Context: an optimization exercise on an open-source flow, tuned for small area, a short achievable clock period and few clock cycles per item. The choices shown serve that exercise and are no tape-out recipe.
The RTL was checked by simulation tests, not by an equivalence proof against the original design.
Power figures rest on the tool's default switching activity, not on a simulated workload.

==> flow/design.v <==
package ser_pkg;
    typedef struct packed {
        logic [29-1:0] field_id;
        logic [5-1:0]     field_type;
        logic                       nested;
    } table_entry_t;
    typedef struct packed {
        logic                       valid;
        logic                       write;
        logic [64-1:0]     addr;
        logic [10-1:0][7:0] data;
        logic [10-1:0]      lane_en;
    } mem_req_t;
    typedef struct packed {
        logic        valid;
        logic [63:0] data;
    } mem_rsp_t;
    typedef struct packed {
        logic [31:0] hi;
        logic [31:0] lo;
    } value_halves_t;
    typedef union packed {
        logic [63:0]   full;
        value_halves_t half;
    } value_word_u;
    typedef struct packed {
        logic                   start;
        logic [63:0]            value;
        logic [64-1:0] end_addr;
    } write_cmd_t;
    function automatic logic [3:0] varint_length(input logic [63:0] value);
        logic [3:0] len;
        len = 4'd1;
        for (int i = 1; i < 10; i++)
        begin
            if ((value >> (7 * i)) != 64'd0)
                len = 4'(i + 1);
        end
        varint_length = len;
    endfunction
endpackage
`timescale 1ns/1ns
module nest_stack (
    input  logic                       clk,
    input  logic                       reset,
    input  logic                       push,
    input  logic                       pop,
    input  logic [29-1:0] push_field_id,
    input  logic [64-1:0]     push_write_point,
    output logic [29-1:0] top_field_id,
    output logic [64-1:0]     top_write_point
);
    localparam int ROWS = 16 - 1;
    logic [29-1:0] id_mem [ROWS];
    logic [64-1:0]     wp_mem [ROWS];
    logic [3:0]                 n_below;
    logic [3:0]                 below_idx;     
    logic                       nonempty;
    logic                       nonempty_below;
    assign nonempty_below = (n_below != '0);
    always_ff @(posedge clk)
    begin
        if (push && nonempty)
        begin
            for (int i = 0; i < ROWS; i++)
            begin
                if (n_below == 4'(i))
                begin
                    id_mem[i] <= top_field_id;
                    wp_mem[i] <= top_write_point;
                end
            end
        end
    end
    always_ff @(posedge clk)
    begin
        if (push)
        begin
            top_field_id <= push_field_id;
            top_write_point <= push_write_point;
        end
        else if (pop && nonempty_below)
        begin
            top_field_id <= id_mem[below_idx];
            top_write_point <= wp_mem[below_idx];
        end
    end
    always_ff @(posedge clk)
    begin
        if (reset)
        begin
            n_below <= '0;
            below_idx <= 4'hF;
            nonempty <= 1'b0;
        end
        else if (push)
        begin
            nonempty <= 1'b1;
            if (nonempty)
            begin
                n_below <= n_below + 1'b1;
                below_idx <= below_idx + 1'b1;
            end
        end
        else if (pop)
        begin
            nonempty <= (n_below != '0);
            if (n_below != '0)
            begin
                n_below <= n_below - 1'b1;
                below_idx <= below_idx - 1'b1;
            end
        end
    end
endmodule
`timescale 1ns/1ns
module ser_top
(
    input  logic                       clk,
    input  logic                       reset,
    input  logic                       en,
    input  logic                       entry_valid,
    input  logic [29-1:0] entry_field_id,
    input  logic [5-1:0]     entry_type,
    input  logic                       entry_nested,
    input  logic [64-1:0]     addr,
    input  logic                       mem_rsp_valid,
    input  logic [63:0]                mem_rsp_data,
    output logic                       mem_req_valid,
    output logic                       mem_req_write,
    output logic [64-1:0]     mem_req_addr,
    output logic [8*10-1:0]    mem_req_data,
    output logic [10-1:0]      mem_req_lane_en,
    output logic                       ready,
    output logic                       done,
    output logic [64-1:0]     write_point
);
    localparam int NQ = 4;                  
    localparam int ND = 3;                  
    localparam int QP = $clog2(NQ);
    localparam int DP = $clog2(ND);
    localparam int C_I32 = 0;
    localparam int C_U32 = 1;
    localparam int C_S32 = 2;
    localparam int C_S64 = 3;
    logic                       ready_q;
    logic                       accept;
    logic                       in_close;
    logic                       in_scalar;
    logic [3:0]                 in_cls;
    logic [4:0]                 in_kl;           
    assign ready = ready_q;
    assign accept = ready_q && en && entry_valid;
    assign in_close = !entry_nested && (entry_field_id == '0);
    assign in_scalar = !entry_nested && (entry_field_id != '0);
    always_comb
    begin
        in_cls = '0;
        in_cls[C_I32] = (entry_type == 5'd5);
        in_cls[C_U32] = (entry_type == 5'd13);
        in_cls[C_S32] = (entry_type == 5'd17);
        in_cls[C_S64] = (entry_type == 5'd18);
    end
    function automatic logic [4:0] key_len_oh(input logic [28:0] id);
        logic [4:0] oh;
        if (id[28:25] != '0)      oh = 5'b10000;
        else if (id[24:18] != '0) oh = 5'b01000;
        else if (id[17:11] != '0) oh = 5'b00100;
        else if (id[10:4] != '0)  oh = 5'b00010;
        else                      oh = 5'b00001;
        key_len_oh = oh;
    endfunction
    assign in_kl = key_len_oh(entry_field_id);
    logic                   a_rd;
    logic                   a_rd_n;
    assign a_rd_n = accept && in_scalar;
    always_ff @(posedge clk)
    begin
        a_rd <= !reset && a_rd_n;
    end
    localparam int QW = 2 + 29 + 5;
    logic [QW-1:0]              q_row [NQ];
    logic [QW-1:0]              q_in;
    logic [NQ-1:0]              q_th;           
    logic                       q_pop;
    assign q_in = {entry_nested, in_close, entry_field_id, in_kl};
    function automatic logic [NQ-1:0] th_step(input logic [NQ-1:0] th, input logic up, input logic dn);
        if (up && !dn)
            th_step = {th[NQ-2:0], 1'b1};
        else if (dn && !up)
            th_step = {1'b0, th[NQ-1:1]};
        else
            th_step = th;
    endfunction
    function automatic logic [ND-1:0] th_step_d(input logic [ND-1:0] th, input logic up, input logic dn);
        if (up && !dn)
            th_step_d = {th[ND-2:0], 1'b1};
        else if (dn && !up)
            th_step_d = {1'b0, th[ND-1:1]};
        else
            th_step_d = th;
    endfunction
    always_ff @(posedge clk)
    begin
        for (int i = 0; i < NQ; i++)
        begin
            if (q_pop)
            begin
                if (q_th[i] && (i + 1 == NQ || !q_th[(i + 1) % NQ]))
                    q_row[i] <= q_in;
                else if (i + 1 < NQ)
                    q_row[i] <= q_row[(i + 1) % NQ];
            end
            else if ((i == 0 || q_th[(i + NQ - 1) % NQ]) && !q_th[i])
                q_row[i] <= q_in;
        end
    end
    logic [63:0]   r_data [ND];     
    logic [63:0]   r_in;
    logic [3:0]    r_cls  [ND];
    logic [DP-1:0] r_tail;
    logic [DP-1:0] s_tail;
    logic [ND-1:0] r_th;            
    logic [ND-1:0] s_th;            
    logic          r_pop;
    function automatic logic [63:0] decode(input logic [3:0] cls, input logic [63:0] w);
        if (cls[C_I32])
            decode = {{32{w[31]}}, w[31:0]};
        else if (cls[C_U32])
            decode = {32'd0, w[31:0]};
        else if (cls[C_S32])
            decode = {32'd0, {w[30:0], 1'b0} ^ {32{w[31]}}};
        else if (cls[C_S64])
            decode = {w[62:0], 1'b0} ^ {64{w[63]}};
        else
            decode = w;
    endfunction
    function automatic logic [DP-1:0] r_next(input logic [DP-1:0] p);
        r_next = (p == DP'(ND - 1)) ? '0 : p + 1'b1;
    endfunction
    always_ff @(posedge clk)
    begin
        for (int i = 0; i < ND; i++)
        begin
            if (s_tail == DP'(i) && !s_th[ND-1])
                r_cls[i] <= in_cls;
            if (r_pop)
            begin
                if (r_th[i] && (i + 1 == ND || !r_th[(i + 1) % ND]))
                    r_data[i] <= r_in;
                else if (i + 1 < ND)
                    r_data[i] <= r_data[(i + 1) % ND];
            end
            else if ((i == 0 || r_th[(i + ND - 1) % ND]) && !r_th[i])
                r_data[i] <= r_in;
        end
    end
    assign r_in = decode(r_cls[r_tail], mem_rsp_data);
    logic                       push;
    logic                       pop;
    logic [29-1:0] top_id;
    logic [64-1:0]     top_wp;
    logic [59:0]                wp_hi;
    logic [59:0]                wp_hi_m1;       
    logic [59:0]                wp_hi_m2;       
    logic                       pb;             
    logic [59:0]                hi_t;           
    logic [59:0]                hi_tm1;         
    logic [3:0]                 wp_lo;
    logic [64-1:0]     wp;
    logic [64-1:0]     wp_out;
    assign wp_hi_m2 = wp_hi_m1 - 60'd1;
    assign hi_t = pb ? wp_hi_m1 : wp_hi;
    assign hi_tm1 = pb ? wp_hi_m2 : wp_hi_m1;
    assign wp = {hi_t, wp_lo};
    assign write_point = wp_out;
    logic                       h_nest;
    logic                       h_close;
    logic [29-1:0] h_id;
    logic [4:0]                 h_kl;
    logic                       h_valid;
    logic                       r_avail;
    assign {h_nest, h_close, h_id, h_kl} = q_row[0];
    assign h_valid = q_th[0];
    assign r_avail = r_th[0];
    logic                       p1_v;
    logic                       p1_nest;
    logic                       p1_close;
    logic [29-1:0] p1_id;
    logic [4:0]                 p1_kl;
    logic [63:0]                p1_val;
    logic [9:1]                 p1_vnz;         
    logic [14:0]                p1_tlt;         
    logic [4:0]                 h_kl2;
    logic [9:0]                 h_vnz;
    logic [14:0]                h_tlt;
    logic [63:0]                h_val;
    logic                       p1_load;
    logic [63:0]                cl_val;
    logic                       cl_ok;
    logic                       p1_free;
    logic                       p2_go;
    logic                       p2_done;
    logic                       p_ph;           
    nest_stack stack (
        .clk              (clk),
        .reset            (reset),
        .push             (push),
        .pop              (pop),
        .push_field_id    (p1_id),
        .push_write_point (wp),
        .top_field_id     (top_id),
        .top_write_point  (top_wp)
    );
    assign p1_free = !p1_v || p2_done;
    assign p1_load = h_valid && (h_nest ? p1_free : h_close ? (!p1_v && cl_ok) : (p1_free && r_avail));
    assign q_pop = p1_load;
    assign r_pop = p1_load && !h_nest && !h_close;
    assign h_val = h_close ? cl_val : r_data[0];
    always_ff @(posedge clk)
    begin
        cl_val <= top_wp - wp;
        if (reset)
            cl_ok <= 1'b0;
        else
            cl_ok <= !p_first;
    end
    assign h_kl2 = h_close ? key_len_oh(top_id) : h_kl;
    always_comb
    begin
        h_vnz[0] = 1'b1;
        for (int i = 1; i < 10; i++)
            h_vnz[i] = ((h_val >> (7*i)) != '0);
        h_tlt = '0;
        for (int k = 0; k < 5; k++)
            if (h_kl2[k])
                for (int j = 0; j < 15; j++)
                    h_tlt[j] = (j <= k) ? 1'b1 : (j - k - 1 < 10) ? h_vnz[(j - k - 1) % 10] : 1'b0;
    end
    always_ff @(posedge clk)
    begin
        if (p1_load)
        begin
            p1_nest <= h_nest;
            p1_close <= h_close;
            p1_id <= h_close ? top_id : h_id;
            p1_kl <= h_kl2;
            p1_val <= h_val;
            p1_vnz <= h_vnz[9:1];
            p1_tlt <= h_tlt;
        end
    end
    logic                   w_v;
    logic                   w_wr;
    logic                   w_fin;
    logic [64-1:0] w_addr;
    logic [79:0]            w_data;
    logic [9:0]             w_lanes;
    logic                   w_issue;
    logic                   w_room;
    assign w_issue = w_v && !(a_rd && w_wr);
    assign w_room = !w_v || w_issue;
    logic [63:0]   v;
    logic [31:0]   key;
    logic [4:0]    kl;
    logic [9:0]    vnz;             
    logic [4:0]    knz;
    logic [7:0]    vb [10];
    logic [7:0]    kb [5];
    logic [7:0]    sb [15];
    logic [9:0]    lanes1;
    logic [4:0]    lanes2;
    logic          big;             
    logic [4:0]    lo_diff;
    logic [64-1:0] wp_new;
    always_comb
    begin
        v = p1_val;
        key = {p1_id, p1_close ? 3'd2 : 3'd0};
        kl = p1_kl;
        vnz = {p1_vnz, 1'b1};
        knz[0] = 1'b1;
        for (int i = 1; i < 5; i++)
            knz[i] = ((key >> (7*i)) != '0);
        for (int i = 0; i < 9; i++)
            vb[i] = {vnz[i+1], v[7*i +: 7]};
        vb[9] = {7'd0, v[63]};
        for (int i = 0; i < 4; i++)
            kb[i] = {knz[i+1], key[7*i +: 7]};
        kb[4] = {4'd0, key[31:28]};
        for (int j = 0; j < 15; j++)
        begin
            sb[j] = '0;
            for (int k = 0; k < 5; k++)
            begin
                if (kl[k])
                begin
                    if (j <= k)
                        sb[j] = kb[j];
                    else if (j - k - 1 < 10)
                        sb[j] = vb[j - k - 1];
                end
            end
        end
        lanes1 = p1_tlt[9:0];
        lanes2 = p1_tlt[14:10];
        big = p1_tlt[10];
        lo_diff = '0;
        for (int t = 2; t < 16; t++)
            if (p1_tlt[t - 1] && (t == 15 || !p1_tlt[t % 15]))
                lo_diff = lo_diff | ({1'b0, wp_lo} - 5'(t));
        wp_new = {lo_diff[4] ? hi_tm1 : hi_t, lo_diff[3:0]};
    end
    logic p_first;                  
    assign p2_go = p1_v && w_room;
    assign p_first = p2_go && !p_ph;
    assign p2_done = p2_go && (p1_nest || p_ph || !big);
    assign push = p2_go && p1_nest;
    assign pop = p_first && p1_close;
    always_ff @(posedge clk)
    begin
        if (reset)
        begin
            ready_q <= 1'b1;
            q_th <= '0;
            r_tail <= '0;
            s_tail <= '0;
            r_th <= '0;
            s_th <= '0;
            wp_hi <= 60'(64'h300 >> 4);
            wp_hi_m1 <= 60'(64'h300 >> 4) - 60'd1;
            pb <= 1'b0;
            wp_lo <= 4'(64'h300);
            wp_out <= 64'h300;
            p1_v <= 1'b0;
            p_ph <= 1'b0;
            w_v <= 1'b0;
        end
        else
        begin
            q_th <= th_step(q_th, accept, q_pop);
            if (accept && in_scalar)
                s_tail <= r_next(s_tail);
            if (mem_rsp_valid)
                r_tail <= r_next(r_tail);
            r_th <= th_step_d(r_th, mem_rsp_valid, r_pop);
            s_th <= th_step_d(s_th, a_rd_n, r_pop);
            ready_q <= !((q_th[NQ-1] && (accept || !q_pop)) ||
                         (q_th[NQ-2] && !q_th[NQ-1] && accept && !q_pop)) &&
                       !((s_th[ND-1] && (a_rd_n || !r_pop)) ||
                         (s_th[ND-2] && !s_th[ND-1] && a_rd_n && !r_pop));
            if (p1_load)
                p1_v <= 1'b1;
            else if (p2_done)
                p1_v <= 1'b0;
            wp_hi <= hi_t;
            wp_hi_m1 <= hi_tm1;
            pb <= p_first && !p1_nest && lo_diff[4];
            if (p_first && !p1_nest)
                wp_lo <= lo_diff[3:0];
            wp_out <= (p_first && !p1_nest) ? wp_new : wp;
            if (p2_go)
                p_ph <= p_first && !p1_nest && big;
            if (w_issue)
                w_v <= 1'b0;
            if (p2_go)
                w_v <= 1'b1;
        end
    end
    always_ff @(posedge clk)
    begin
        if (p2_go)
        begin
            w_wr <= !p1_nest;
            w_fin <= p1_nest || p_ph || !big;
            if (!p_ph)
            begin
                w_addr <= wp_new;
                for (int j = 0; j < 10; j++)
                    w_data[8*j +: 8] <= sb[j];
                w_lanes <= lanes1;
            end
            else
            begin
                w_addr <= wp + 64'd10;
                for (int j = 0; j < 10; j++)
                    w_data[8*j +: 8] <= (j < 5) ? sb[j + 10] : 8'd0;
                w_lanes <= {5'd0, lanes2};
            end
        end
    end
    logic                   w_v_n;
    logic                   w_wr_n;
    logic                   w_fin_n;
    logic [64-1:0] w_addr_n;
    logic                   o_valid;
    logic                   o_write;
    logic                   o_done;
    logic [64-1:0] o_addr;
    always_comb
    begin
        w_v_n = p2_go || (w_v && !w_issue);
        w_wr_n = w_wr;
        w_fin_n = w_fin;
        w_addr_n = w_addr;
        if (p2_go)
        begin
            w_wr_n = !p1_nest;
            w_fin_n = p1_nest || p_ph || !big;
            w_addr_n = p_ph ? wp + 64'd10 : wp_new;
        end
    end
    always_ff @(posedge clk)
    begin
        o_addr <= a_rd_n ? addr : w_addr_n;
        o_write <= !a_rd_n;
        if (reset)
        begin
            o_valid <= 1'b0;
            o_done <= 1'b0;
        end
        else
        begin
            o_valid <= a_rd_n || (w_v_n && w_wr_n);
            o_done <= w_v_n && w_fin_n && !(a_rd_n && w_wr_n);
        end
    end
    assign done = o_done;
    assign mem_req_valid = o_valid;
    assign mem_req_write = o_write;
    assign mem_req_addr = o_addr;
    assign mem_req_data = w_data;
    assign mem_req_lane_en = w_lanes;
endmodule
==> flow/flow/run.sh <==
#!/bin/bash
# Standard layout, with the timing repair asked to leave more setup slack than
# the clock period needs (the clock period and constraints are unchanged).
set -o pipefail
bash standard.sh SETUP_SLACK_MARGIN=7.5 finish > flow_make.log 2>&1
==> flow/standard.sh <==
#!/bin/bash
# synth_recipe.tcl (not shown) runs the flow's synth.tcl, then flattens the netlist and writes it again
# the make line also repeats each setting of config.mk as NAME=value (left out here)
make -C /OpenROAD-flow-scripts/flow DESIGN_CONFIG=/design/flow/config.mk WORK_HOME=/design/flow/orfs CLKGATE_MAP_FILE= SYNTH_SCRIPT=/design/flow/synth_recipe.tcl "${@:-finish}"
==> flow/config.mk <==
export PLATFORM = sky130hd
export DESIGN_NAME = ser_top
export DESIGN_NICKNAME = ser_top
export VERILOG_FILES = /design/flow/design.v
export SDC_FILE = /design/flow/constraint.sdc
export NUM_CORES = 4
export LEC_CHECK = 0
export CAP_MARGIN = 20
export CORE_MARGIN = 2
export CORE_UTILIZATION = 40
export SLEW_MARGIN = 20
==> flow/constraint.sdc <==
create_clock -name core_clock -period 11.0 [get_ports {clk}]
set_input_delay 2.2000 -clock core_clock [delete_from_list [all_inputs] [get_ports {clk}]]
set_output_delay 2.2000 -clock core_clock [all_outputs]
set_load 0.01 [all_outputs]
==> results.json, run 1 <==
{
  "status": "no timing/DRC/antenna violations",
  "final.period_utilization": 0.343,
  "slew_headroom": 0.114,
  "gp_congestion": 0.974,
  "core_um2": 252000,
  "drc": 0,
  "die_w_um": 508,
  "critPathMaxFanout": 2,
  "fmax_mhz": 265,
  "hold_class": "flip-flop to flip-flop",
  "grt_use_total": 0.273,
  "drv_cap": 0,
  "synth_nets": 8279,
  "clkPwrFrac": 0.389,
  "p_sw_frac": 0.238,
  "combPwrFrac": 0.080,
  "crit_type": "flip-flop to output pin",
  "clock_path_buffers": 3,
  "num_io_pins": 390,
  "drive_gt1_frac": 0.201,
  "portBuffers": 389,
  "setup_viol": 0,
  "synth_edf_count": 1912,
  "grt.busiest_layer": "met2",
  "critPathTopFamily": "flip-flops",
  "cp_num_buf_inv": 1,
  "cp-end-kind": "output pin",
  "ys_ff_latch": 2463,
  "peakVddDrop_uv": 175,
  "ctsHoldBuffers": 0,
  "finalSetupTns_ns": 0,
  "dp_hpwl_um": 222000,
  "via_per_inst": 6.06,
  "die_h_um": 508,
  "vias": 73226,
  "numCtsBuffers": 238,
  "dr.pass1.iters": 6,
  "antenna_found_initial": 22,
  "row_count": 184,
  "endpoint": "mem_req_lane_en[3]",
  "wirelength_um": 365000,
  "grt_use_met2": 0.425,
  "intPower_mw": 15.9,
  "synth.avg_cell_area_um2": 12.7,
  "p_sw_mw": 4.96,
  "fin_crit_ns": 3.78,
  "grt_max_degree": 107,
  "syn_inst": 8016,
  "grt_pass1_vias": 68866,
  "die_area_um2": 258000,
  "finClkSkew_ns": 0.0447,
  "cts_sinks": 2463,
  "crit_start": "w_lanes[3]",
  "rsz0062_at_grt": "yes",
  "layout.nets": 8770,
  "p_leak_nw": 41.5,
  "reg2reg_depth": 13,
  "met3_usage": 0.0522,
  "hold_slack_ns": 0.462,
  "grt.overflow.total": 0,
  "initial_utilization": 0.403,
  "worstSkewPairLatency_ns": 0.91,
  "yosys_warnings": 10,
  "arrival_ns": 1.58,
  "clk_pin_slew_ns": 0.07,
  "final_common_cell": "edfxtp_1",
  "synth_area_um2": 102000,
  "grt_pass1_wl_um": 511000,
  "ys_types": 90,
  "drv_slew": 0,
  "syn_to_final_growth_pct": 20.2,
  "final_cell_mix": "edfxtp_1, nor2_1, a21oi_1, nand2_1, dfxtp_1",
  "pwr-share-seq": 0.531,
  "reg2reg_slack_ns": 7.25,
  "wire_per_inst_um": 30.2,
  "critPathMaxStageDelay_ns": 0.50,
  "hold_violations": 0,
  "p_per_area_nw_per_um2": 171,
  "fillCellCount": 21994,
  "cts_root_buffer": "clkbuf_16",
  "htree_levels": 4,
  "ys.flop_type": "edfxtp_1",
  "cts_tree": "done",
  "r2r_end": "o_addr[62]",
  "critPathSlowestCell": "edfxtp_1",
  "drt_iter0_markers": 9729,
  "worstPathCellList": "buf_2",
  "cp-start-kind": "flip-flop",
  "worst_pin_slew_ns": 1.32,
  "critPathRequiredTime_ns": 8.80,
  "r2r_start": "pb",
  "antenna_left": 0,
  "globalRouteMet1Util": 0.375,
  "yosysSeqAreaShare": 0.674,
  "worst-path-stages": 1,
  "async_flop_share": 0
}
## per-stage QoR
step	cell area (um2)	setup WS [ns]	util	power (mW)	std cells
3_5_place_dp	110000	5.17	0.435	12.8	11372
5_1_grt	122000	7.14	0.484	21.5	12070
6_report	122000	7.22	0.485	20.9	12080
2_1_floorplan	102000	6.99	-	12.1	8016
3_3_place_gp	110000	5.14	0.435	12.7	11372
4_1_cts	120000	7.16	0.477	20.8	11978
## kinds of logic after synthesis
| logic type | after synthesis | share of synthesized area |
|---|---|---|
| AOI/OAI and AO/OA | 2285 | 0.151 |
| and+or+nand+nor | 2074 | 0.0926 |
| DFF | 2463 | 0.674 |
| muxes | 274 | 0.0293 |
| xor gates and xnor gates | 214 | 0.0185 |
| adders and majority gates | 95 | 0.0118 |
| buffers and inverters | 611 | 0.0231 |
## registers in the layout, indices dropped and copies added (netlist names), 5 cells and up
| register | cells |
|---|---|
| stack.top_field_id | 29 |
| w_data | 80 |
| o_addr | 64 |
| wp_hi | 60 |
| p1_vnz | 9 |
| stack.id_mem | 435 |
| stack.wp_mem | 960 |
| wp_out | 64 |
| p1_val | 63 |
| wp_hi_m1 | 60 |
| q_row | 144 |
| w_addr | 64 |
| stack.top_write_point | 64 |
| r_cls | 12 |
| p1_id | 29 |
| p1_tlt | 14 |
| w_lanes | 10 |
| cl_val | 64 |
| p1_kl | 5 |
| r_data | 192 |
## synthesized netlist by cell type, types with 18 or more instances
| library cell | n | area share |
|---|---|---|
| dfxtp_1 | 551 | 0.11 |
| a22o_1 | 132 | 0.011 |
| ha_1 | 94 | 0.012 |
| nand3_1 | 111 | 0.0055 |
| o22ai_1 | 100 | 0.0062 |
| nor3_1 | 69 | 0.0034 |
| a31oi_1 | 58 | 0.0036 |
| and3_1 | 26 | 0.0016 |
| a22oi_1 | 416 | 0.031 |
| a211oi_1 | 104 | 0.0077 |
| xnor2_1 | 149 | 0.013 |
| buf_1 | 88 | 0.0033 |
| inv_1 | 60 | 0.0022 |
| mux2_2 | 183 | 0.020 |
| xor2_1 | 65 | 0.0056 |
| nor2_1 | 889 | 0.033 |
| a21o_1 | 57 | 0.0042 |
| o211ai_1 | 103 | 0.0076 |
| nor2b_1 | 95 | 0.0059 |
| a21oi_1 | 635 | 0.031 |
| and2_1 | 51 | 0.0031 |
| a221oi_1 | 218 | 0.019 |
| o21a_1 | 74 | 0.0055 |
| mux2i_1 | 90 | 0.0089 |
| nand2_1 | 540 | 0.020 |
| nor4_1 | 50 | 0.0031 |
| nand2b_1 | 40 | 0.0025 |
| clkbuf_1 | 433 | 0.016 |
| nand4_1 | 95 | 0.0059 |
| a2111oi_0 | 34 | 0.0029 |
| or3_1 | 18 | 0.0011 |
| edfxtp_1 | 1912 | 0.57 |
| o21ai_0 | 266 | 0.013 |
## area by class of cell
class,count,area (um2),area share
sequential,2463,68600,0.562
multi-input combinational,4961,33700,0.276
timing repair buffer,775,7470,0.0612
clock buffer,310,6410,0.0525
tap,3348,4190,0.0343
clock inverter,140,1310,0.0107
inverter,68,332,0.00272
antenna,15,37.5,0.000308
## what timing repair did
item,4_1_cts,5_1_grt
resized for setup,1521,324
pin swaps,82,103
setup endpoints to repair,1302,1001
cloned,31,4
buffers inserted,125,83
## worst min-delay path by stage
| stage | startpoint | end | cells after the start |
|---|---|---|---|
| final | w_addr[57] | w_addr[57] | 2 |
| after global routing | w_addr[51] | w_addr[51] | 2 |
| after CTS | w_addr[57] | w_addr[57] | 2 |
| after detailed placement | w_addr[51] | w_addr[51] | 2 |
| after global placement | w_addr[51] | w_addr[51] | 2 |
| after floorplan | w_addr[0] | w_addr[0] | 2 |
## power by group through the flow
stage / registers (mW) / logic (mW) / clock network [mW]
after floorplan: 11.1 / 1.00 / 0
after global placement: 11.2 / 1.53 / 0
after detailed placement: 11.2 / 1.57 / 0
after CTS: 11.0 / 1.60 / 8.20
after global routing: 11.1 / 1.83 / 8.55
final: 11.1 / 1.67 / 8.11
## worst reg2reg max path, delay by kind of cell (launching register included)
kind | cells | cell delay (ns)
mux | 1 | 0.30
xor+xnor | 1 | 0.09
compound gates | 3 | 0.72
buf+inv | 3 | 0.45
flops | 1 | 0.37
simple gates | 5 | 1.72
## routing by layer
metal | routed length [um] | part of all wire
met5 | 67 | 0.00018
met2 | 166000 | 0.45
met4 | 16800 | 0.046
met3 | 35000 | 0.096
met1 | 147000 | 0.40
Testbench counts, summed over its fixed seeds: cycles 4,678, entries 2,048.
==> run 2, diff against run 1 <==
--- a/flow/config.mk
+++ b/flow/config.mk
@@ -7,5 +7,5 @@
 export LEC_CHECK = 0
 export CAP_MARGIN = 20
 export CORE_MARGIN = 2
-export CORE_UTILIZATION = 40
+export CORE_UTILIZATION = 60
 export SLEW_MARGIN = 20
==> run 2 against run 1 <==
Sequential power barely moved. Setup slack improved by 0.0076 ns. Combinational power barely moved. Largest power group unchanged. Die area fell by 33%. Still clean. Count of clock-buffer cells in the layout fell by 5. First-iteration DRC count rose by 18%.
==> results.json, run 2 <==
{
  "ys.flop_type": "edfxtp_1",
  "wl_met1_um": 133000,
  "hold_class": "flip-flop to flip-flop",
  "critPathRequiredTime_ns": 11.78,
  "synth_area_um2": 102000,
  "worstPathCellList": "buf_12 > buf_16 > mux2i_1 > buf_4 > buf_12 > ha_4 > a21o_1 > a21oi_2 > a21o_1 > nand4_1 > a41oi_2 > o21ai_2 > a31o_2 > a221o_1 > and3_4 > nor4_4",
  "p_leak_nw": 41.6,
  "grt_pass1_vias": 69770,
  "async_flop_share": 0,
  "status": "no timing/DRC/antenna violations",
  "critPathMaxFanout": 7,
  "drt_iter0_markers": 11468,
  "final_area_um2": 121000,
  "final.period_utilization": 0.343,
  "route.met2.wl_um": 156000,
  "htree_levels": 4,
  "reg_top3": "stack.wp_mem (960), stack.id_mem (435), r_data (192)",
  "gp_congestion": 0.983,
  "die_area_um2": 173000,
  "syn_to_final_growth_pct": 19.2,
  "placed_area_um2": 108000,
  "rsz0062_at_grt": "yes",
  "critPathTopFamily": "compound AO/OA/AOI/OAI gates",
  "yosysSeqAreaShare": 0.674,
  "synth_edf_count": 1912,
  "finalSetupTns_ns": 0,
  "ys_ff_latch": 2463,
  "drv_cap": 0,
  "vias": 74497,
  "die_w_um": 415,
  "fillCellCount": 11243,
  "top_layer": "met5",
  "cts_sinks": 2463,
  "synth.avg_cell_area_um2": 12.7,
  "synth_nets": 8279,
  "numCtsBuffers": 237,
  "top_register": "stack.wp_mem",
  "clock_path_buffers": 3,
  "final_common_cell": "edfxtp_1",
  "row_count": 150,
  "arrival_ns": 4.55,
  "cp-end-kind": "flip-flop",
  "wl_met3_um": 44900,
  "wirelength_um": 352000,
  "synth_commonest_cells": "edfxtp_1, nor2_1, a21oi_1",
  "syn_inst": 8016,
  "fmax_mhz": 265,
  "worstSkewPairLatency_ns": 0.91,
  "slew_headroom": 0.221,
  "num_io_pins": 390,
  "finClkSkew_ns": 0.0414,
  "yosys_warnings": 10,
  "via_per_inst": 6.81,
  "drc": 0,
  "largest_reg_flops": 960,
  "initial_utilization": 0.606,
  "synthTopCellsByArea": "edfxtp_1, dfxtp_1, nor2_1",
  "dr.pass1.iters": 9,
  "ys_types": 90,
  "portBuffers": 389,
  "cp-start-kind": "flip-flop",
  "critPathMaxStageDelay_ns": 0.46,
  "synth_top_area_frac": 0.565,
  "layout.nets": 8786,
  "antenna_left": 0,
  "crit_type": "flip-flop to flip-flop",
  "drive_gt1_frac": 0.200,
  "fin_crit_ns": 3.77,
  "p_per_area_nw_per_um2": 173,
  "drv_slew": 0,
  "grt.overflow.total": 0,
  "total_power_mw": 20.9,
  "dp_hpwl_um": 207000,
  "synth_largest_area_cell": "edfxtp_1",
  "antenna_found_initial": 15,
  "peakVddDrop_uv": 182,
  "placed_cells": 10212,
  "worst_pin_slew_ns": 1.17,
  "cts_tree": "done",
  "cts_root_buffer": "clkbuf_16",
  "final_cell_mix": "edfxtp_1, nor2_1, a21oi_1, nand2_1, dfxtp_1",
  "hold_violations": 0,
  "die_h_um": 415,
  "wire_per_inst_um": 32.2,
  "clk_pin_slew_ns": 0.06,
  "cp_num_buf_inv": 4,
  "grt_pass1_wl_um": 492000,
  "fin_cells": 10938,
  "setup_viol": 0,
  "grt_max_degree": 113,
  "critPathSlowestCell": "dfxtp_4",
  "core_um2": 168000,
  "grt_use_total": 0.392,
  "yosysMostFrequentCell": "edfxtp_1"
}
-- run 2: cell counts after synthesis --
Identical to the previous run, type by type.
-- run 2: kinds of logic after synthesis --
family,Yosys count,share of synthesized area
and+or+nand+nor,2074,0.0926
xor gates and xnor gates,214,0.0185
muxes,274,0.0293
AOI/OAI and AO/OA,2285,0.151
DFF,2463,0.674
buffers and inverters,611,0.0231
adders and majority gates,95,0.0118
-- run 2: worst register-to-register path, cell delays in order, from the launching register on --
cell and delay [ns]:
dfxtp_4 0.46, buf_12 0.20, buf_16 0.17, mux2i_1 0.21, buf_4 0.17, buf_12 0.12, ha_4 0.20, a21o_1 0.19
a21oi_2 0.16, a21o_1 0.17, nand4_1 0.16, a41oi_2 0.30, o21ai_2 0.11, a31o_2 0.29, a221o_1 0.44, and3_4 0.20
nor4_4 0.13
-- run 2: power by group --
part	switching (mW)	internal, mW
clock network	3.60	4.61
registers	0.378	10.7
logic	0.883	0.766
total	4.86	16.0
-- run 2: layer usage --
layer	track usage	up-vias
met5	0	-
li1	-	31686
met2	0.593	5106
met4	0.165	8
met1	0.545	36867
met3	0.0953	830
-- run 2: what timing repair did --
action | CTS | global route
pin swaps | 60 | 98
hold buffers | 0 | 0
hold endpoints to repair | 0 | 0
resized for setup | 1465 | 323
cloned | 31 | 14
endpoints found under the setup margin | 1780 | 957
buffers inserted | 113 | 117
-- run 2: through the flow --
step                hold slack [ns]  worst slack, ns   util
floorplan                     0.407             6.99      -
global placement              0.428             5.03  0.645
CTS                           0.443             7.24  0.707
detailed placement            0.429             5.07  0.645
global route                  0.472             7.15  0.722
finish                        0.444             7.23  0.722
-- run 2: cell type report --
type	instances	area (um2)	share of cell area
Sequential cell	2463	68600	0.567
Multi-Input combinational cell	4963	33900	0.280
Timing Repair Buffer	790	7610	0.0629
Clock buffer	305	6380	0.0527
Tap cell	2204	2760	0.0228
Clock inverter	143	1430	0.0118
Inverter	68	338	0.00279
Antenna cell	2	5.00	0.0000414
-- run 2: worst paths after layout --
path,start,endpoint,slack (ns),cells past startpoint
worst max-delay path,pb,cl_val[56],7.23,16
worst min-delay path,w_addr[1],w_addr[1],0.44,2
worst max register to register,pb,cl_val[56],7.23,16
worst min register to register,w_addr[1],w_addr[1],0.44,2
==> run 3, diff against run 2 <==
--- a/flow/config.mk
+++ b/flow/config.mk
@@ -8,4 +8,6 @@
 export CAP_MARGIN = 20
 export CORE_MARGIN = 2
 export CORE_UTILIZATION = 60
+export CTS_CLUSTER_DIAMETER = 100
+export CTS_CLUSTER_SIZE = 22
 export SLEW_MARGIN = 20
==> run 3 against run 2 <==
Still clean on timing, DRC and antenna. Sequential share of layout area is 2.4 points higher. Die area is the same. Count of clock-buffer cells in the layout decreased by 132. Flip-flop and latch count unchanged. Final area down 4.2%. Sequential power about the same. Wire length is 1.8% lower. First-iteration DRC count rose by 0.75%. Critical endpoint is now o_addr[60].
==> results.json, run 3 <==
{
  "antenna_left": 0,
  "vias": 72996,
  "num_io_pins": 390,
  "portBuffers": 389,
  "p_per_area_nw_per_um2": 154,
  "synth_commonest_cells": "edfxtp_1, nor2_1, a21oi_1",
  "initial_utilization": 0.606,
  "row_count": 150,
  "pwr-share-seq": 0.617,
  "combPwrFrac": 0.092,
  "cp-start-kind": "flip-flop",
  "dp_hpwl_um": 207000,
  "die_h_um": 415,
  "grt_pass1_vias": 68145,
  "clock_path_buffers": 3,
  "synthTopCellsByArea": "edfxtp_1, dfxtp_1, nor2_1",
  "final_cell_mix": "edfxtp_1, nor2_1, a21oi_1, nand2_1, dfxtp_1",
  "dr.pass1.iters": 6,
  "arrival_ns": 4.49,
  "cts_root_buffer": "clkbuf_16",
  "drive_gt1_frac": 0.172,
  "clkPwrFrac": 0.291,
  "antenna_found_initial": 23,
  "synthAdderAreaFrac": 0.0118,
  "fmax_mhz": 264,
  "die_w_um": 415,
  "fin_cells": 10621,
  "reg_top3": "stack.wp_mem (960), stack.id_mem (435), r_data (192)",
  "syn_to_final_growth_pct": 14.2,
  "grt_pass1_wl_um": 484000,
  "die_area_um2": 173000,
  "rsz0062_at_grt": "yes",
  "status": "no timing/DRC/antenna violations",
  "grt.overflow.total": 0,
  "intPower_mw": 13.7,
  "top_register": "stack.wp_mem",
  "yosysMostFrequentCell": "edfxtp_1",
  "wire_per_inst_um": 32.5,
  "synth_area_um2": 102000,
  "synth_largest_area_cell": "edfxtp_1",
  "dp_worst_setup_slack_ns": 5.07,
  "cp-end-kind": "flip-flop",
  "numCtsBuffers": 130,
  "finalSetupTns_ns": 0,
  "clk_pin_slew_ns": 0.09,
  "p_sw_frac": 0.236,
  "yosys_warnings": 10,
  "layout.nets": 8620,
  "cts_tree": "done",
  "yosys.area_share.simple": 0.0926,
  "peakVddDrop_uv": 175,
  "slew_headroom": 0.200,
  "synth.avg_cell_area_um2": 12.7,
  "final.period_utilization": 0.344,
  "drv_cap": 0,
  "synth_nets": 8279,
  "cpMostUsedCell": "buf_12",
  "p_sw_mw": 4.21,
  "synth_edf_count": 1912,
  "synth_xor_area_frac": 0.0185,
  "core_um2": 168000,
  "worstPathCellList": "buf_12 > buf_16 > buf_12 > buf_12 > mux2i_4 > a211oi_4 > nand3b_4 > or4b_4 > or4_4 > or3_1 > nand3_1 > a31oi_1 > mux2_4",
  "grt_use_total": 0.386,
  "final_common_cell": "edfxtp_1",
  "largest_reg_flops": 960,
  "finClkSkew_ns": 0.0482,
  "crit_type": "flip-flop to flip-flop",
  "critPathRequiredTime_ns": 11.70,
  "worstSkewPairLatency_ns": 0.85,
  "critPathMaxFanout": 7,
  "critPathMaxStageDelay_ns": 0.59,
  "grt_max_degree": 113,
  "drt_iter0_markers": 11554,
  "fin_crit_ns": 3.79,
  "placed_cells": 10212,
  "drv_slew": 0,
  "worst_pin_slew_ns": 1.20,
  "ys_types": 90,
  "ys.flop_type": "edfxtp_1",
  "yosysSeqAreaShare": 0.674,
  "htree_levels": 4,
  "synth_compound_area_frac": 0.151,
  "ys_ff_latch": 2463,
  "synth_top_family_by_area": "compound AO/OA/AOI/OAI gates",
  "p_leak_nw": 39.3,
  "setup_viol": 0,
  "hold_violations": 0,
  "wirelength_um": 345000,
  "final_area_um2": 116000,
  "synth_mux_area_frac": 0.0293,
  "placed_area_um2": 108000,
  "via_per_inst": 6.87,
  "gp_congestion": 0.983,
  "setup_ws_ns": 7.21,
  "syn_inst": 8016,
  "cts_sinks": 2463,
  "critPathSlowestCell": "or4_4",
  "synth_top_area_frac": 0.565,
  "hold_class": "flip-flop to flip-flop",
  "async_flop_share": 0,
  "drc": 0
}
[run 3: through the flow]
| step | utilization | hold slack [ns] | total power, mW |
|---|---|---|---|
| floorplan | - | 0.407 | 12.1 |
| global placement | 0.645 | 0.428 | 12.7 |
| CTS | 0.681 | 0.450 | 17.7 |
| finish | 0.692 | 0.457 | 17.9 |
| global route | 0.692 | 0.485 | 18.4 |
| detailed placement | 0.645 | 0.429 | 12.7 |
[run 3: what timing repair did]
item                       in CTS  in global routing
pin swaps                      73                 61
gates cloned                   29                 12
setup endpoints to repair    1796               1100
setup buffers                 111                 64
hold buffers                    0                  0
gates resized for setup      1435                277
[run 3: cells by family after synthesis]
| logic type | count (synthesis) |
|---|---|
| DFF | 2463 |
| xor gates and xnor gates | 214 |
| and+or+nand+nor | 2074 |
| buffers and inverters | 611 |
| muxes | 274 |
| AOI/OAI and AO/OA | 2285 |
| adders and majority gates | 95 |
[run 3: critical path, delay by kind of cell (launching register included)]
family	cells	cell delay, ns
multiplexers	2	0.50
flip-flops	1	0.40
AO/OA/AOI/OAI	2	0.43
buffers and inverters	4	0.58
AND/OR/NAND/NOR	5	1.74
[run 3: metal layers]
layer / track usage / vias up / part of all wire
met5: 0 / - / 0.00028
met4: 0.157 / 14 / 0.048
met3: 0.0866 / 697 / 0.12
met2: 0.588 / 4825 / 0.45
met1: 0.541 / 36271 / 0.38
li1: - / 31189 / -
[run 3: layout make-up]
class | instances | area [um2]
antenna | 4 | 10.0
clock buffer | 173 | 3460
timing repair buffer | 728 | 6940
clock inverter | 15 | 181
inverter | 68 | 339
fill | 11813 | 51600
multi-input combinational | 4966 | 33700
tap | 2204 | 2760
sequential | 2463 | 68600
[run 3: final timing paths]
path	endpoint	from	slack, ns	cells past startpoint
setup reg to reg	o_addr[60]	pb	7.21	13
setup / recovery	o_addr[60]	pb	7.21	13
hold / removal	w_addr[1]	w_addr[1]	0.46	2
hold reg to reg	w_addr[1]	w_addr[1]	0.46	2
[run 3: power groups by stage]
stage	sequential, mW	clock (mW)	combinational [mW]
2_1_floorplan	11.1	0	1.00
3_3_place_gp	11.2	0	1.50
3_5_place_dp	11.2	0	1.55
4_1_cts	11.0	5.20	1.56
5_1_grt	11.1	5.51	1.81
6_report	11.0	5.19	1.65
==> run 4, diff against run 3 <==
--- a/flow/design.v
+++ b/flow/design.v
@@ -296,8 +296,6 @@
     logic [14:0]                h_tlt;
     logic [63:0]                h_val;
     logic                       p1_load;
-    logic [63:0]                cl_val;
-    logic                       cl_ok;
     logic                       p1_free;
     logic                       p2_go;
     logic                       p2_done;
@@ -313,18 +311,10 @@
         .top_write_point  (top_wp)
     );
     assign p1_free = !p1_v || p2_done;
-    assign p1_load = h_valid && (h_nest ? p1_free : h_close ? (!p1_v && cl_ok) : (p1_free && r_avail));
+    assign p1_load = h_valid && (h_nest ? p1_free : h_close ? !p1_v : (p1_free && r_avail));
     assign q_pop = p1_load;
     assign r_pop = p1_load && !h_nest && !h_close;
-    assign h_val = h_close ? cl_val : r_data[0];
-    always_ff @(posedge clk)
-    begin
-        cl_val <= top_wp - wp;
-        if (reset)
-            cl_ok <= 1'b0;
-        else
-            cl_ok <= !p_first;
-    end
+    assign h_val = h_close ? (top_wp - wp) : r_data[0];
     assign h_kl2 = h_close ? key_len_oh(top_id) : h_kl;
     always_comb
     begin
==> flow/flow/run.sh (replaced) <==
#!/bin/bash
# Standard layout, with the timing repair asked to leave more setup slack than
# the clock period needs (the clock period and constraints are unchanged).
set -o pipefail
bash standard.sh SETUP_SLACK_MARGIN=6.5 finish > flow_make.log 2>&1
--- a/flow/config.mk
+++ b/flow/config.mk
@@ -7,7 +7,5 @@
 export LEC_CHECK = 0
 export CAP_MARGIN = 20
 export CORE_MARGIN = 2
-export CORE_UTILIZATION = 60
-export CTS_CLUSTER_DIAMETER = 100
-export CTS_CLUSTER_SIZE = 22
+export CORE_UTILIZATION = 55
 export SLEW_MARGIN = 20
==> run 4 against run 3 <==
Register-to-register slack worse by 1.2 ns. Final area rose by 1.4%. Wire length grew 3.8%. Critical path type unchanged. Highest routed layer unchanged. Non-clock buffer count is 63 lower. Count of clock-buffer cells in the layout up 127. Power is 13% higher. Critical path depth grew 5. Cell count is 4.2% higher.
==> results.json, run 4 <==
{
  "htree_levels": 4,
  "final_cell_mix": "edfxtp_1, nor2_1, nand2_1, a21oi_1, dfxtp_1",
  "drt_iter0_markers": 10530,
  "wirelength_um": 359000,
  "async_flop_share": 0,
  "grt_pass1_wl_um": 503000,
  "ys.flop_type": "edfxtp_1",
  "slew_headroom": 0.160,
  "cp-end-kind": "flip-flop",
  "critPathRequiredTime_ns": 11.61,
  "finalSetupTns_ns": 0,
  "yosysSeqAreaShare": 0.666,
  "cts_tree": "done",
  "worstPathCellList": "buf_12 > buf_16 > mux2i_4 > ha_4 > nand4_1 > nor2_1 > o211ai_1 > a311oi_2 > o211ai_2 > a21boi_1 > o211ai_1 > a221oi_2 > nand3_2 > nor3_4 > buf_4 > buf_6 > nor2_1 > a2111o_1",
  "dr.pass1.iters": 6,
  "cts_root_buffer": "clkbuf_16",
  "grt_max_degree": 131,
  "fin_util": 0.645,
  "worst_pin_slew_ns": 1.23,
  "synth_largest_area_cell": "edfxtp_1",
  "clock_path_buffers": 3,
  "ys_ff_latch": 2398,
  "vias": 73792,
  "peakVddDrop_uv": 157,
  "critPathMaxStageDelay_ns": 0.44,
  "drive_gt1_frac": 0.125,
  "final.period_utilization": 0.456,
  "wire_per_inst_um": 32.4,
  "setup_viol": 0,
  "p_leak_nw": 38.8,
  "via_per_inst": 6.66,
  "hold_violations": 0,
  "synth.avg_cell_area_um2": 12.4,
  "finClkSkew_ns": 0.0515,
  "rsz0062_at_grt": "yes",
  "cp_num_buf_inv": 4,
  "drc": 0,
  "die_area_um2": 187000,
  "ys_types": 112,
  "critPathMaxFanout": 11,
  "die_h_um": 432,
  "arrival_ns": 5.62,
  "synth_nets": 8387,
  "fin_crit_ns": 5.01,
  "hold_class": "flip-flop to flip-flop",
  "core_um2": 182000,
  "largest_reg_flops": 960,
  "p_per_area_nw_per_um2": 172,
  "synth_edf_count": 1912,
  "critPathTopFamily": "compound AO/OA/AOI/OAI gates",
  "layout.nets": 8749,
  "numCtsBuffers": 235,
  "drv_cap": 0,
  "grt.overflow.total": 0,
  "initial_utilization": 0.552,
  "synth_top_area_frac": 0.570,
  "row_count": 157,
  "num_io_pins": 390,
  "gp_congestion": 1.01,
  "yosys_warnings": 10,
  "reg_top3": "stack.wp_mem (960), stack.id_mem (435), r_data (192)",
  "die_w_um": 432,
  "grt_use_total": 0.376,
  "fmax_mhz": 199,
  "syn_to_final_growth_pct": 16.7,
  "syn_inst": 8124,
  "antenna_found_initial": 35,
  "grt_pass1_vias": 69108,
  "final_common_cell": "edfxtp_1",
  "antenna_left": 0,
  "cts_sinks": 2398,
  "crit_type": "flip-flop to flip-flop",
  "synth_commonest_cells": "edfxtp_1, nor2_1, nand2_1",
  "synthTopCellsByArea": "edfxtp_1, dfxtp_1, nor2_1",
  "drv_slew": 0,
  "worstSkewPairLatency_ns": 0.89,
  "yosysMostFrequentCell": "edfxtp_1",
  "critPathSlowestCell": "a311oi_2",
  "top_register": "stack.wp_mem",
  "cp-start-kind": "flip-flop",
  "status": "no timing/DRC/antenna violations",
  "dp_hpwl_um": 227000,
  "synth_area_um2": 101000,
  "clk_pin_slew_ns": 0.06,
  "portBuffers": 389
}
-- run 4: cell families (layout without fill, tap and decap cells) --
family	count (synthesis)	count (layout)	synth area share
muxes	259	259	0.0273
and+or+nand+nor	2225	2227	0.0990
AOI/OAI and AO/OA	2338	2338	0.154
other	0	8	0
adders and majority gates	95	95	0.0119
xor gates and xnor gates	201	201	0.0175
buffers and inverters	608	1161	0.0236
DFF	2398	2398	0.666
-- run 4: final timing paths --
kind | from | to | slack (ns) | cells past startpoint
worst min register to register | w_addr[59] | w_addr[59] | 0.46 | 2
worst min-delay path | w_addr[59] | w_addr[59] | 0.46 | 2
worst max-delay path | pb | p1_tlt[6] | 5.99 | 18
worst max register to register | pb | p1_tlt[6] | 5.99 | 18
-- run 4: stage by stage --
step | worst slack, ns | hold WS [ns] | instance area (um2) | instances | power, mW
floorplan | 6.08 | 0.407 | 101000 | 8124 | 11.7
global placement | 4.42 | 0.429 | 107000 | 10516 | 12.3
detailed placement | 4.43 | 0.441 | 107000 | 10518 | 12.4
CTS | 6.02 | 0.455 | 117000 | 11025 | 20.2
global route | 5.85 | 0.467 | 118000 | 11064 | 20.8
finish | 5.99 | 0.461 | 118000 | 11072 | 20.3
-- run 4: per-layer routing --
metal,up-vias,share of wire,wire length (um),GRT usage
met4,8,0.041,14700,0.142
met1,36955,0.40,143000,0.532
met3,670,0.11,41100,0.0813
met5,-,0.00015,52,0
met2,4395,0.45,160000,0.572
li1,31764,-,-,-
-- run 4: layout make-up --
type / count / area [um2]
Sequential cell: 2398 / 67200
Clock buffer: 300 / 6290
Timing Repair Buffer: 665 / 6370
Multi-Input combinational cell: 5120 / 33300
Antenna cell: 8 / 20.0
Clock inverter: 130 / 1280
Tap cell: 2385 / 2980
Fill cell: 13740 / 64900
Inverter: 66 / 273
-- run 4: repair_timing --
action	4_1_cts	5_1_grt
buffers inserted	73	35
hold endpoints to repair	0	0
gates resized for setup	264	57
pin swaps	59	38
cloned	4	2
setup endpoints to repair	553	203
hold buffers	0	0
-- run 4: tightest hold or removal path, stage by stage, from the launching register on --
cell and delay, ns:
dfxtp_1 0.31, nand2_1 0.04, o21ai_0 0.08
-- run 4: report_power, final --
group	internal [mW]	leakage, nW	switching (mW)
clock network	4.48	3.70	3.50
registers	10.4	21.5	0.367
logic	0.635	13.6	0.911
Testbench counts of run 4, summed over its fixed seeds: cycles 4,561, entries 2,048.
==> run 5, diff against run 4 <==
--- a/flow/design.v
+++ b/flow/design.v
@@ -261,19 +261,14 @@
     logic [29-1:0] top_id;
     logic [64-1:0]     top_wp;
     logic [59:0]                wp_hi;
-    logic [59:0]                wp_hi_m1;       
-    logic [59:0]                wp_hi_m2;       
+    logic [59:0]                hm1_q;
     logic                       pb;             
-    logic [59:0]                hi_t;           
-    logic [59:0]                hi_tm1;         
+    logic [59:0]                hi_m1;          
     logic [3:0]                 wp_lo;
     logic [64-1:0]     wp;
-    logic [64-1:0]     wp_out;
-    assign wp_hi_m2 = wp_hi_m1 - 60'd1;
-    assign hi_t = pb ? wp_hi_m1 : wp_hi;
-    assign hi_tm1 = pb ? wp_hi_m2 : wp_hi_m1;
-    assign wp = {hi_t, wp_lo};
-    assign write_point = wp_out;
+    assign hi_m1 = pb ? hm1_q - 60'd1 : hm1_q;
+    assign wp = {wp_hi, wp_lo};
+    assign write_point = wp;
     logic                       h_nest;
     logic                       h_close;
     logic [29-1:0] h_id;
@@ -296,6 +291,8 @@
     logic [14:0]                h_tlt;
     logic [63:0]                h_val;
     logic                       p1_load;
+    logic [63:0]                cl_val;
+    logic                       cl_ok;
     logic                       p1_free;
     logic                       p2_go;
     logic                       p2_done;
@@ -311,10 +308,18 @@
         .top_write_point  (top_wp)
     );
     assign p1_free = !p1_v || p2_done;
-    assign p1_load = h_valid && (h_nest ? p1_free : h_close ? !p1_v : (p1_free && r_avail));
+    assign p1_load = h_valid && (h_nest ? p1_free : h_close ? (!p1_v && cl_ok) : (p1_free && r_avail));
     assign q_pop = p1_load;
     assign r_pop = p1_load && !h_nest && !h_close;
-    assign h_val = h_close ? (top_wp - wp) : r_data[0];
+    assign h_val = h_close ? cl_val : r_data[0];
+    always_ff @(posedge clk)
+    begin
+        cl_val <= top_wp - wp;
+        if (reset)
+            cl_ok <= 1'b0;
+        else
+            cl_ok <= !p_first;
+    end
     assign h_kl2 = h_close ? key_len_oh(top_id) : h_kl;
     always_comb
     begin
@@ -343,7 +348,7 @@
     logic                   w_v;
     logic                   w_wr;
     logic                   w_fin;
-    logic [64-1:0] w_addr;
+    logic                   w_sec;          
     logic [79:0]            w_data;
     logic [9:0]             w_lanes;
     logic                   w_issue;
@@ -399,7 +404,7 @@
         for (int t = 2; t < 16; t++)
             if (p1_tlt[t - 1] && (t == 15 || !p1_tlt[t % 15]))
                 lo_diff = lo_diff | ({1'b0, wp_lo} - 5'(t));
-        wp_new = {lo_diff[4] ? hi_tm1 : hi_t, lo_diff[3:0]};
+        wp_new = {lo_diff[4] ? hi_m1 : wp_hi, lo_diff[3:0]};
     end
     logic p_first;                  
     assign p2_go = p1_v && w_room;
@@ -418,10 +423,9 @@
             r_th <= '0;
             s_th <= '0;
             wp_hi <= 60'(64'h300 >> 4);
-            wp_hi_m1 <= 60'(64'h300 >> 4) - 60'd1;
+            hm1_q <= 60'(64'h300 >> 4) - 60'd1;
             pb <= 1'b0;
             wp_lo <= 4'(64'h300);
-            wp_out <= 64'h300;
             p1_v <= 1'b0;
             p_ph <= 1'b0;
             w_v <= 1'b0;
@@ -443,12 +447,12 @@
                 p1_v <= 1'b1;
             else if (p2_done)
                 p1_v <= 1'b0;
-            wp_hi <= hi_t;
-            wp_hi_m1 <= hi_tm1;
+            hm1_q <= hi_m1;
             pb <= p_first && !p1_nest && lo_diff[4];
+            if (p_first && !p1_nest && lo_diff[4])
+                wp_hi <= hi_m1;
             if (p_first && !p1_nest)
                 wp_lo <= lo_diff[3:0];
-            wp_out <= (p_first && !p1_nest) ? wp_new : wp;
             if (p2_go)
                 p_ph <= p_first && !p1_nest && big;
             if (w_issue)
@@ -463,16 +467,15 @@
         begin
             w_wr <= !p1_nest;
             w_fin <= p1_nest || p_ph || !big;
+            w_sec <= p_ph;
             if (!p_ph)
             begin
-                w_addr <= wp_new;
                 for (int j = 0; j < 10; j++)
                     w_data[8*j +: 8] <= sb[j];
                 w_lanes <= lanes1;
             end
             else
             begin
-                w_addr <= wp + 64'd10;
                 for (int j = 0; j < 10; j++)
                     w_data[8*j +: 8] <= (j < 5) ? sb[j + 10] : 8'd0;
                 w_lanes <= {5'd0, lanes2};
@@ -492,7 +495,7 @@
         w_v_n = p2_go || (w_v && !w_issue);
         w_wr_n = w_wr;
         w_fin_n = w_fin;
-        w_addr_n = w_addr;
+        w_addr_n = w_sec ? wp + 64'd10 : wp;
         if (p2_go)
         begin
             w_wr_n = !p1_nest;
==> flow/flow/run.sh (replaced) <==
#!/bin/bash
# Standard layout, with the timing repair asked to leave more setup slack than
# the clock period needs (the clock period and constraints are unchanged).
set -o pipefail
bash standard.sh SETUP_SLACK_MARGIN=7.5 finish > flow_make.log 2>&1
--- a/flow/config.mk
+++ b/flow/config.mk
@@ -7,5 +7,5 @@
 export LEC_CHECK = 0
 export CAP_MARGIN = 20
 export CORE_MARGIN = 2
-export CORE_UTILIZATION = 55
+export CORE_UTILIZATION = 40
 export SLEW_MARGIN = 20
==> run 5 against run 4 <==
Still clean. Die area up 32%. Clock skew decreased by 0.0076 ns. Sequential share of layout area grew 0.47 points. Power shrank 3.1%. First-iteration DRC count down 10%. Non-clock buffer count up 48. Synthesized cell count decreased by 5.5%. Flip-flop and latch count decreased by 62. Via count shrank 4.2%. Clock power decreased by 2%.
==> results.json, run 5 <==
{
  "status": "no timing/DRC/antenna violations",
  "die_area_um2": 246000,
  "reg2reg_slack_ns": 7.17,
  "hold_slack_ns": 0.465,
  "core_um2": 241000,
  "final_cell_mix": "edfxtp_1, nor2_1, a21oi_1, nand2_1, a221oi_1",
  "num_io_pins": 390,
  "synth_top_area_frac": 0.592,
  "hold_violations": 0,
  "ctsHoldBuffers": 0,
  "clk_pin_slew_ns": 0.06,
  "hold_class": "flip-flop to flip-flop",
  "syn_inst": 7674,
  "cts_sinks": 2336,
  "wire_per_inst_um": 30.3,
  "drive_gt1_frac": 0.172,
  "p_leak_nw": 38.7,
  "async_flop_share": 0,
  "synth_area_um2": 97000,
  "top_register": "stack.wp_mem",
  "fillCellCount": 21049,
  "dr.pass1.iters": 9,
  "hold_depth": 1,
  "r2r_end": "p1_tlt[3]",
  "cp-start-kind": "flip-flop",
  "yosys_warnings": 10,
  "gp_congestion": 0.945,
  "cts_root_buffer": "clkbuf_16",
  "fin_crit_ns": 3.83,
  "via_per_inst": 6.16,
  "grt_max_degree": 91,
  "critPathRequiredTime_ns": 11.62,
  "setup_ws_ns": 7.17,
  "ys_types": 79,
  "min-delay-start": "w_fin",
  "syn_to_final_growth_pct": 18.7,
  "total_power_mw": 19.6,
  "drc": 0,
  "layout.nets": 8365,
  "wirelength_um": 348000,
  "synth_largest_area_cell": "edfxtp_1",
  "setup_viol": 0,
  "critPathMaxFanout": 8,
  "antenna_found_initial": 20,
  "crit_type": "flip-flop to flip-flop",
  "synth.avg_cell_area_um2": 12.6,
  "grt_pass1_vias": 65610,
  "ys_ff_latch": 2336,
  "antenna_left": 0,
  "dp_hpwl_um": 206000,
  "rsz0062_at_grt": "yes",
  "final_common_cell": "edfxtp_1",
  "peakVddDrop_uv": 157,
  "finalSetupTns_ns": 0,
  "r2r_start": "q_row[0][34]",
  "slew_headroom": 0.166,
  "initial_utilization": 0.403,
  "drv_slew": 0,
  "min_to": "w_fin",
  "worstSkewPairLatency_ns": 0.88,
  "worst_pin_slew_ns": 1.25,
  "grt_use_total": 0.272,
  "p_per_area_nw_per_um2": 170,
  "row_count": 180,
  "cp-end-kind": "flip-flop",
  "synth_edf_count": 1913,
  "synth_commonest_cells": "edfxtp_1, nor2_1, a21oi_1",
  "synthTopCellsByArea": "edfxtp_1, dfxtp_1, a21oi_1",
  "yosysSeqAreaShare": 0.680,
  "finClkSkew_ns": 0.0439,
  "die_w_um": 496,
  "grt_pass1_wl_um": 484000,
  "vias": 70716,
  "synth_nets": 7937,
  "grt.overflow.total": 0,
  "fmax_mhz": 261,
  "largest_reg_flops": 960,
  "ys.flop_type": "edfxtp_1",
  "reg_top3": "stack.wp_mem (960), stack.id_mem (435), r_data (192)",
  "yosysMostFrequentCell": "edfxtp_1",
  "reg2reg_depth": 10,
  "crit_start": "q_row[0][34]",
  "clock_path_buffers": 3,
  "numCtsBuffers": 225,
  "arrival_ns": 4.44,
  "cts_tree": "done",
  "die_h_um": 496,
  "final.period_utilization": 0.348,
  "htree_levels": 4,
  "portBuffers": 389,
  "drt_iter0_markers": 9478,
  "dp_worst_setup_slack_ns": 5.14,
  "drv_cap": 0
}
==> run 5: worst max-delay path: stages (launching register included) <==
cell	delay [ns]
edfxtp_1	0.45
buf_12	0.18
mux2_4	0.30
nand2b_4	0.14
a2111o_2	0.48
a221o_2	0.33
or3_4	0.34
or4b_4	0.54
nand3b_4	0.21
nand3b_4	0.24
a221o_1	0.36
==> run 5: layout make-up <==
| cell class | count | area (um2) | share of cell area |
|---|---|---|---|
| Inverter | 125 | 558 | 0.00485 |
| Tap cell | 3185 | 3990 | 0.0346 |
| Sequential cell | 2336 | 66200 | 0.576 |
| Clock inverter | 127 | 1180 | 0.0102 |
| Antenna cell | 8 | 20.0 | 0.000174 |
| Timing Repair Buffer | 713 | 6790 | 0.0590 |
| Multi-Input combinational cell | 4701 | 30100 | 0.261 |
| Clock buffer | 294 | 6200 | 0.0539 |
==> run 5: cell families (layout without fill, tap and decap cells) <==
logic type / count (synthesis) / in the layout / synth area share
AOI/OAI and AO/OA: 2338 / 2338 / 0.162
DFF: 2336 / 2336 / 0.680
and+or+nand+nor: 1935 / 1955 / 0.0879
buffers and inverters: 657 / 1259 / 0.0257
xor gates and xnor gates: 162 / 162 / 0.0146
muxes: 151 / 151 / 0.0172
adders and majority gates: 95 / 95 / 0.0123
other: 0 / 8 / 0
==> run 5: where the power goes <==
part           internal (mW)  leakage [nW]  switching [mW]
Combinational          0.613          14.0           0.759
Sequential              10.1          21.1           0.375
Clock                   4.41          3.60            3.40
Total                   15.1          38.7            4.53
==> run 5: worst max path at each step <==
stage	slack, ns	end	cells past startpoint
floorplan	7.01	ready_q	11
global route	7.10	p1_tlt[6]	13
global placement	5.16	o_addr[48]	10
CTS	7.14	p1_tlt[3]	10
finish	7.17	p1_tlt[3]	10
detailed placement	5.14	o_addr[48]	10
==> run 5: routing by layer <==
metal,vias to the layer above,GRT usage,share of wire
met4,14,0.110,0.044
met1,35572,0.381,0.40
met5,-,0,0.00025
met3,600,0.0518,0.10
li1,30438,-,-
met2,4092,0.416,0.45
==> run 5: through the flow <==
| step | std cells | area (um2) | utilization |
|---|---|---|---|
| 2_1_floorplan | 7674 | 97400 | - |
| 3_3_place_gp | 10831 | 104000 | 0.432 |
| 3_5_place_dp | 10832 | 104000 | 0.432 |
| 4_1_cts | 11416 | 114000 | 0.473 |
| 5_1_grt | 11484 | 115000 | 0.478 |
| 6_report | 11489 | 115000 | 0.478 |
==> run 5: timing repair <==
| item | CTS | global route |
|---|---|---|
| gates cloned | 21 | 11 |
| resized for setup | 1473 | 187 |
| setup buffers | 142 | 53 |
| pin swaps | 32 | 49 |
| endpoints found under the setup margin | 1911 | 1182 |
Testbench counts of run 5, summed over its fixed seeds: cycles 4,678, entries 2,048.
==> run 6, diff against run 5 <==
--- a/flow/config.mk
+++ b/flow/config.mk
@@ -7,5 +7,7 @@
 export LEC_CHECK = 0
 export CAP_MARGIN = 20
 export CORE_MARGIN = 2
-export CORE_UTILIZATION = 40
+export CORE_UTILIZATION = 60
+export CTS_CLUSTER_DIAMETER = 100
+export CTS_CLUSTER_SIZE = 22
 export SLEW_MARGIN = 20
==> run 6 against run 5 <==
Still clean on timing, DRC and antenna. Worst hold slack better by 0.037 ns. Sequential share of layout area up 2.9 points. Power down 15%. Sequential power about the same. Fmax up 0.16%. Area after synthesis unchanged. Clock skew up 0.028 ns. Count of clock-buffer cells in the layout down 101. Flip-flop and latch count unchanged. Non-clock buffer count up 10. Largest cell class unchanged. Largest power group unchanged. Highest routed layer unchanged.
==> results.json, run 6 <==
{
  "fin_util": 0.682,
  "p_per_area_nw_per_um2": 152,
  "final_cell_mix": "edfxtp_1, nor2_1, a21oi_1, nand2_1, a221oi_1",
  "grt.overflow.total": 0,
  "syn_inst": 7674,
  "hold_class": "flip-flop to flip-flop",
  "gp_congestion": 1.01,
  "drv_slew": 0,
  "final_common_cell": "edfxtp_1",
  "clock_path_buffers": 3,
  "reg_top3": "stack.wp_mem (960), stack.id_mem (435), r_data (192)",
  "synth_mux_area_frac": 0.0172,
  "grt_use_total": 0.395,
  "final.period_utilization": 0.348,
  "yosysMostFrequentCell": "edfxtp_1",
  "worstSkewPairLatency_ns": 0.83,
  "synth_area_um2": 97000,
  "htree_levels": 3,
  "grt_pass1_wl_um": 467000,
  "synth_edf_count": 1913,
  "crit_type": "flip-flop to flip-flop",
  "row_count": 147,
  "wire_per_inst_um": 32.8,
  "synth.avg_cell_area_um2": 12.6,
  "synth_commonest_cells": "edfxtp_1, nor2_1, a21oi_1",
  "wirelength_um": 336000,
  "grt_pass1_vias": 64956,
  "yosys_warnings": 10,
  "num_io_pins": 390,
  "critPathSlowestCell": "or4b_4",
  "critPathMaxStageDelay_ns": 0.52,
  "synthAdderAreaFrac": 0.0123,
  "largest_reg_flops": 960,
  "synthTopCellsByArea": "edfxtp_1, dfxtp_1, a21oi_1",
  "drt_iter0_markers": 12168,
  "layout.nets": 8277,
  "portBuffers": 389,
  "finClkSkew_ns": 0.0717,
  "ys_types": 79,
  "synth_top_family_by_area": "compound AO/OA/AOI/OAI gates",
  "dp_hpwl_um": 198000,
  "fmax_mhz": 262,
  "synth_largest_area_cell": "edfxtp_1",
  "rsz0062_at_grt": "yes",
  "numCtsBuffers": 116,
  "core_um2": 161000,
  "synth_top_area_frac": 0.592,
  "peakVddDrop_uv": 154,
  "syn_to_final_growth_pct": 13.0,
  "ys.flop_type": "edfxtp_1",
  "fillCellCount": 11600,
  "die_w_um": 406,
  "die_h_um": 406,
  "cts_sinks": 2336,
  "critPathRequiredTime_ns": 11.52,
  "ys_ff_latch": 2336,
  "cp-start-kind": "flip-flop",
  "clk_pin_slew_ns": 0.10,
  "cts_tree": "done",
  "grt_max_degree": 101,
  "status": "no timing/DRC/antenna violations",
  "slew_headroom": 0.206,
  "worst_pin_slew_ns": 1.19,
  "critPathMaxFanout": 6,
  "synth_compound_area_frac": 0.162,
  "p_leak_nw": 36.7,
  "via_per_inst": 6.95,
  "drive_gt1_frac": 0.148,
  "arrival_ns": 4.34,
  "yosysSeqAreaShare": 0.680,
  "antenna_left": 0,
  "reg2reg_depth": 10,
  "dr.pass1.iters": 9,
  "initial_utilization": 0.604,
  "vias": 71277,
  "hold_depth": 2,
  "synth_nets": 7937,
  "async_flop_share": 0,
  "die_area_um2": 165000,
  "cp-end-kind": "flip-flop",
  "cp_num_buf_inv": 1,
  "cts_root_buffer": "clkbuf_16",
  "setup_viol": 0,
  "worst-path-stages": 10,
  "yosys.area_share.simple": 0.0879,
  "hold_violations": 0,
  "synth_xor_area_frac": 0.0146,
  "drc": 0,
  "antenna_found_initial": 15,
  "fin_crit_ns": 3.82,
  "worstPathCellList": "buf_12 > mux2_4 > nand2b_4 > a2111o_1 > a221o_1 > or3_4 > or4b_4 > nand3b_4 > nand3b_4 > a221o_1",
  "drv_cap": 0,
  "critPathTopFamily": "simple AND/OR/NAND/NOR gates",
  "finalSetupTns_ns": 0,
  "top_register": "stack.wp_mem"
}
[run 6: worst paths after layout]
path / start / to / slack (ns)
hold reg to reg: q_row[2][12] / q_row[1][12] / 0.50
setup / recovery: q_row[0][34] / p1_tlt[3] / 7.18
setup reg to reg: q_row[0][34] / p1_tlt[3] / 7.18
hold / removal: q_row[2][12] / q_row[1][12] / 0.50
[run 6: power breakdown]
group | switching [mW] | internal [mW] | total, mW
Clock | 2.80 | 2.06 | 4.86
Sequential | 0.379 | 10.0 | 10.4
Combinational | 0.758 | 0.603 | 1.36
Total | 3.94 | 12.7 | 16.6
[run 6: tightest hold or removal path, cell delays in order (launching register included)]
cell	delay, ns
dfxtp_1	0.34
o22ai_1	0.06
nor2_1	0.07
[run 6: routing by layer]
| metal | track usage | wire length, um |
|---|---|---|
| met1 | 0.567 | 129000 |
| met2 | 0.584 | 146000 |
| met3 | 0.0921 | 45100 |
| met4 | 0.157 | 16400 |
| met5 | 0 | 13 |
[run 6: timing repair]
action | CTS | global route
setup buffers | 146 | 77
endpoints found under the setup margin | 1785 | 1055
gates resized for setup | 1402 | 213
gates cloned | 28 | 12
pin swaps | 32 | 41
hold buffers | 0 | 0
[run 6: area by class of cell]
type | instances | area [um2] | share of cell area
antenna | 5 | 12.5 | 0.000114
clock buffer | 193 | 3230 | 0.0295
clock inverter | 8 | 208 | 0.00190
inverter | 125 | 556 | 0.00507
multi-input combinational | 4710 | 30100 | 0.275
sequential | 2336 | 66200 | 0.604
tap | 2160 | 2700 | 0.0247
timing repair buffer | 723 | 6500 | 0.0594
timing repair inverter | 2 | 13.8 | 0.000126
[run 6: logic make-up after synthesis]
logic type	after synthesis
AO/OA/AOI/OAI	2338
XOR/XNOR	162
adder cells (fa/ha/maj)	95
buffers and inverters	657
flip-flops	2336
multiplexers	151
AND/OR/NAND/NOR	1935
[run 6: stage by stage]
| stage | setup slack, ns | hold slack, ns | power (mW) | cell area (um2) | instances |
|---|---|---|---|---|---|
| finish | 7.18 | 0.502 | 16.6 | 110000 | 10262 |
| CTS | 7.12 | 0.476 | 16.6 | 108000 | 10168 |
| global placement | 4.82 | 0.440 | 11.8 | 103000 | 9793 |
| detailed placement | 4.82 | 0.453 | 11.9 | 103000 | 9793 |
| floorplan | 7.01 | 0.406 | 11.4 | 97400 | 7674 |
| global route | 7.13 | 0.494 | 17.1 | 110000 | 10258 |

what the ideal ports hide:
In the flow no input, the clock included, has a driving cell. The finished layouts below were timed again as built, in two steps.
Step 1 assumes that a clkbuf_16 drives the clock port and a buf_2 every other input.
Step 2 adds t to the input delays and takes it off the output delays; t is the mean of the earliest and latest rising clock arrival at the registers after step 1. Input paths then give back, and output paths get back, about the clock's delay inside the block.
Slacks: no drivers / after step 1 / after step 2; pairs: no drivers / after step 1.
run	shift t [ns]	slack for setup (ns)	hold slack, ns	clock arrival spread, ns	worst slew at a driven data input, ns
run 1	0.986	7.224 / 7.121 / 6.594	0.462 / 0.462 / 0.462	0.049 / 0.049	0.12
run 2	0.981	7.232 / 7.168 / 6.531	0.444 / 0.444 / 0.444	0.046 / 0.046	0.07
run 3	0.909	7.212 / 7.212 / 6.575	0.457 / 0.457 / 0.457	0.050 / 0.050	0.06
run 4	0.964	5.986 / 5.986 / 5.747	0.461 / 0.461 / 0.461	0.054 / 0.054	0.11
run 5	0.962	7.171 / 7.171 / 6.632	0.465 / 0.465 / 0.465	0.047 / 0.047	0.09
run 6	0.886	7.177 / 7.177 / 6.681	0.502 / 0.502 / 0.502	0.072 / 0.072	0.13
After both steps every run listed still meets setup and hold. For run 2, which loses most, drivers alone change the setup slack by -0.064 ns; drivers and shift together by -0.701 ns.
